This is an optimization exercise on Yosys and OpenROAD, whose aim is small area and a short achievable clock period, not a production implementation. Where RTL was checked, it was by simulation tests only, not by an equivalence proof against the original. Power figures rest on the tool's default switching activity, not on a simulated workload.

==> flow/design.v (excerpt) <==
module cpuTop (
	input logic clk,
	input logic rstN,
	input logic [15:0] instr,  
	input cpuPkg::word_t inBus,
	input cpuPkg::word_t ramRData,
	output cpuPkg::addr_t pc,
	output cpuPkg::addr_t ramAddr,
	output cpuPkg::word_t ramWData,
	output logic ramWe  
);
For scale: ~87 I/O pins.
Settings: LEC_CHECK=0, CAP_MARGIN=20, CORE_MARGIN=2, CORE_UTILIZATION=45, CTS_BUF_LIST=sky130_fd_sc_hd__clkbuf_8, CTS_CLUSTER_DIAMETER=50, CTS_CLUSTER_SIZE=16, SETUP_SLACK_MARGIN=3.5, SLEW_MARGIN=20, SYNTH_HIERARCHICAL=1, TNS_END_PERCENT=5; clock period 10.5 ns.
standard.sh (not shown) runs the stock make flow with config.mk's settings and CLKGATE_MAP_FILE= SYNTH_SCRIPT=/design/flow/synth_recipe.tcl, a recipe that flattens the netlist after the stock synthesis.
==> flow/flow/run.sh <==
#!/bin/bash
# The standard layout, except that the ports get plain buffers (buf_2) and
# timing repair may not use delay cells. Synthesis runs unchanged first.
set -euo pipefail

PLATFORM_DONT_USE="sky130_fd_sc_hd__probe_p_8 sky130_fd_sc_hd__probec_p_8 sky130_fd_sc_hd__lpflow_bleeder_1 sky130_fd_sc_hd__lpflow_clkbufkapwr_1 sky130_fd_sc_hd__lpflow_clkbufkapwr_16 sky130_fd_sc_hd__lpflow_clkbufkapwr_2 sky130_fd_sc_hd__lpflow_clkbufkapwr_4 sky130_fd_sc_hd__lpflow_clkbufkapwr_8 sky130_fd_sc_hd__lpflow_clkinvkapwr_1 sky130_fd_sc_hd__lpflow_clkinvkapwr_16 sky130_fd_sc_hd__lpflow_clkinvkapwr_2 sky130_fd_sc_hd__lpflow_clkinvkapwr_4 sky130_fd_sc_hd__lpflow_clkinvkapwr_8 sky130_fd_sc_hd__lpflow_decapkapwr_12 sky130_fd_sc_hd__lpflow_decapkapwr_3 sky130_fd_sc_hd__lpflow_decapkapwr_4 sky130_fd_sc_hd__lpflow_decapkapwr_6 sky130_fd_sc_hd__lpflow_decapkapwr_8 sky130_fd_sc_hd__lpflow_inputiso0n_1 sky130_fd_sc_hd__lpflow_inputiso0p_1 sky130_fd_sc_hd__lpflow_inputiso1n_1 sky130_fd_sc_hd__lpflow_inputiso1p_1 sky130_fd_sc_hd__lpflow_inputisolatch_1 sky130_fd_sc_hd__lpflow_isobufsrc_1 sky130_fd_sc_hd__lpflow_isobufsrc_16 sky130_fd_sc_hd__lpflow_isobufsrc_2 sky130_fd_sc_hd__lpflow_isobufsrc_4 sky130_fd_sc_hd__lpflow_isobufsrc_8 sky130_fd_sc_hd__lpflow_isobufsrckapwr_16 sky130_fd_sc_hd__lpflow_lsbuf_lh_hl_isowell_tap_1 sky130_fd_sc_hd__lpflow_lsbuf_lh_hl_isowell_tap_2 sky130_fd_sc_hd__lpflow_lsbuf_lh_hl_isowell_tap_4 sky130_fd_sc_hd__lpflow_lsbuf_lh_isowell_4 sky130_fd_sc_hd__lpflow_lsbuf_lh_isowell_tap_1 sky130_fd_sc_hd__lpflow_lsbuf_lh_isowell_tap_2 sky130_fd_sc_hd__lpflow_lsbuf_lh_isowell_tap_4"
DELAY_CELLS="sky130_fd_sc_hd__clkdlybuf4s15_1 sky130_fd_sc_hd__clkdlybuf4s15_2 sky130_fd_sc_hd__clkdlybuf4s18_1 sky130_fd_sc_hd__clkdlybuf4s18_2 sky130_fd_sc_hd__clkdlybuf4s25_1 sky130_fd_sc_hd__clkdlybuf4s25_2 sky130_fd_sc_hd__clkdlybuf4s50_1 sky130_fd_sc_hd__clkdlybuf4s50_2 sky130_fd_sc_hd__dlygate4sd1_1 sky130_fd_sc_hd__dlygate4sd2_1 sky130_fd_sc_hd__dlygate4sd3_1 sky130_fd_sc_hd__dlymetal6s2s_1 sky130_fd_sc_hd__dlymetal6s4s_1 sky130_fd_sc_hd__dlymetal6s6s_1"

bash standard.sh synth > run_synth.log 2>&1
bash standard.sh "DONT_USE_CELLS=$PLATFORM_DONT_USE $DELAY_CELLS" \
	"BUFFER_PORTS_ARGS=-buffer_cell sky130_fd_sc_hd__buf_2" finish > run_layout.log 2>&1
Then changed:
--- a/flow/flow/run.sh
+++ b/flow/flow/run.sh
@@ -2,2 +2,3 @@
-# The standard layout, except that the ports get plain buffers (buf_2) and
-# timing repair may not use delay cells. Synthesis runs unchanged first.
+# The standard layout, except that the ports get plain buffers (buf_2),
+# timing repair may not use delay cells, and clock tree synthesis inserts no
+# dummy loads. Synthesis runs unchanged first.
@@ -11 +12,3 @@
-	"BUFFER_PORTS_ARGS=-buffer_cell sky130_fd_sc_hd__buf_2" finish > run_layout.log 2>&1
+	"BUFFER_PORTS_ARGS=-buffer_cell sky130_fd_sc_hd__buf_2" \
+	"CTS_ARGS=-sink_clustering_enable -repair_clock_nets -sink_clustering_size 16 -sink_clustering_max_diameter 50 -buf_list sky130_fd_sc_hd__clkbuf_8 -dont_use_dummy_load" \
+	finish > run_layout.log 2>&1
- CORE_UTILIZATION: 45 -> 58
- SETUP_SLACK_MARGIN: 3.5 -> 4.25
Critical path depth rises by 2.
Core utilization rises by 18 points.
Die area falls by about a fifth.
Global-route usage rises by 9.8 points.
Synthesized cell count stays the same.
Design area rises by a few percent.
Combinational power rises by about a fifth.
Hold slack hardly moves.
Then changed:
- SETUP_SLACK_MARGIN: 4.25 -> 4.0
Outcome:
- sequential power stays flat
- final cell count drops by 3.2%
- design area falls by 4.5%
- count of clock-buffer cells in the layout came out lower by 1
- clock skew fell by 35 ps
- first-iteration DRC count came out higher by 4.8%
- setup slack is worse by 82 ps
Then changed:
- CORE_UTILIZATION: 58 -> 66
Result: Die area came out lower by 12%. Synthesized area does not change. Register-to-register slack gets better by 140 ps. Power rises by 0.53%. Global-route usage rises by 3.9 points. Sequential cell count stays the same. Design area is higher by 0.62%.

========
cpuTop, a different RTL version from the one above (not shown whole).
Size in the first run: ~1800 cells after synthesis, roughly 87 I/O pins, roughly 26000 um^2 of cells after synthesis.
Settings: LEC_CHECK=0, CAP_MARGIN=20, CORE_MARGIN=2, CORE_UTILIZATION=40, SETUP_SLACK_MARGIN=0.3, SLEW_MARGIN=20, SYNTH_HIERARCHICAL=1; clock period 10.5 ns.
run.sh (not shown) runs the stock make flow with config.mk's settings and CLKGATE_MAP_FILE= SYNTH_SCRIPT=/design/flow/synth_recipe.tcl, a recipe that flattens the netlist after the stock synthesis.
Stock flow here: none of the scripts above is used.
Edit:
- CORE_UTILIZATION: 40 -> 60
- CTS_BUF_LIST: not set -> sky130_fd_sc_hd__clkbuf_8
- SETUP_SLACK_MARGIN: 0.3 -> 3.0
- design area increases by 2.2%
- count of clock-buffer cells in the layout increases by 24
- total power decreases by 3.1%
- sequential share of layout area decreases by 1.1 points
- core utilization increases by 25 points
- setup slack gets better by 1800 ps
- wire length increases by 1.1%
- via count increases by 6.7%
- clock skew decreases by 17 ps
- worst hold slack gets worse by 24 ps
No functional check of the RTL was part of any run of this note.

[separate check: timing with driven ports]
The flow's constraints put no driver on any port. The routed layouts listed below were extracted and timed again, unchanged, in two steps. Step 1 assumes that a clkbuf_16 drives the clock port and a buf_2 every other input. Step 2 also shifts input and output timing later by t, the mid clock arrival at the registers, as if the neighbouring blocks saw the same clock. Three values: ideal, step 1, step 2; two values: the first two.
| run | t (ns) | slack for setup (ns) | worst hold slack (ns) | worst register clock-pin slew, ns |
|---|---|---|---|---|
| the first run of note 1 | 0.738 | 3.291 / 3.267 / 2.606 | 0.514 / 0.514 / 0.514 | 0.10 / 0.10 |
| the second run of note 1 | 0.692 | 3.855 / 3.806 / 3.372 | 0.516 / 0.516 / 0.516 | 0.11 / 0.11 |
| the third run of note 1 | 0.675 | 3.773 / 3.744 / 3.195 | 0.521 / 0.521 / 0.521 | 0.10 / 0.10 |
| the fourth run of note 1 | 0.690 | 3.774 / 3.734 / 3.215 | 0.518 / 0.518 / 0.518 | 0.10 / 0.10 |
| the first run of note 2 | 0.672 | 0.827 / 0.801 / 0.728 | 0.539 / 0.539 / 0.539 | 0.06 / 0.06 |
| the second run of note 2 | 0.695 | 2.619 / 2.586 / 2.064 | 0.515 / 0.515 / 0.515 | 0.07 / 0.07 |
After both steps setup and hold are still met in every run listed. The setup slack of the first run of note 1, which loses most, moves by -0.024 ns with the drivers and by -0.685 ns with both steps.
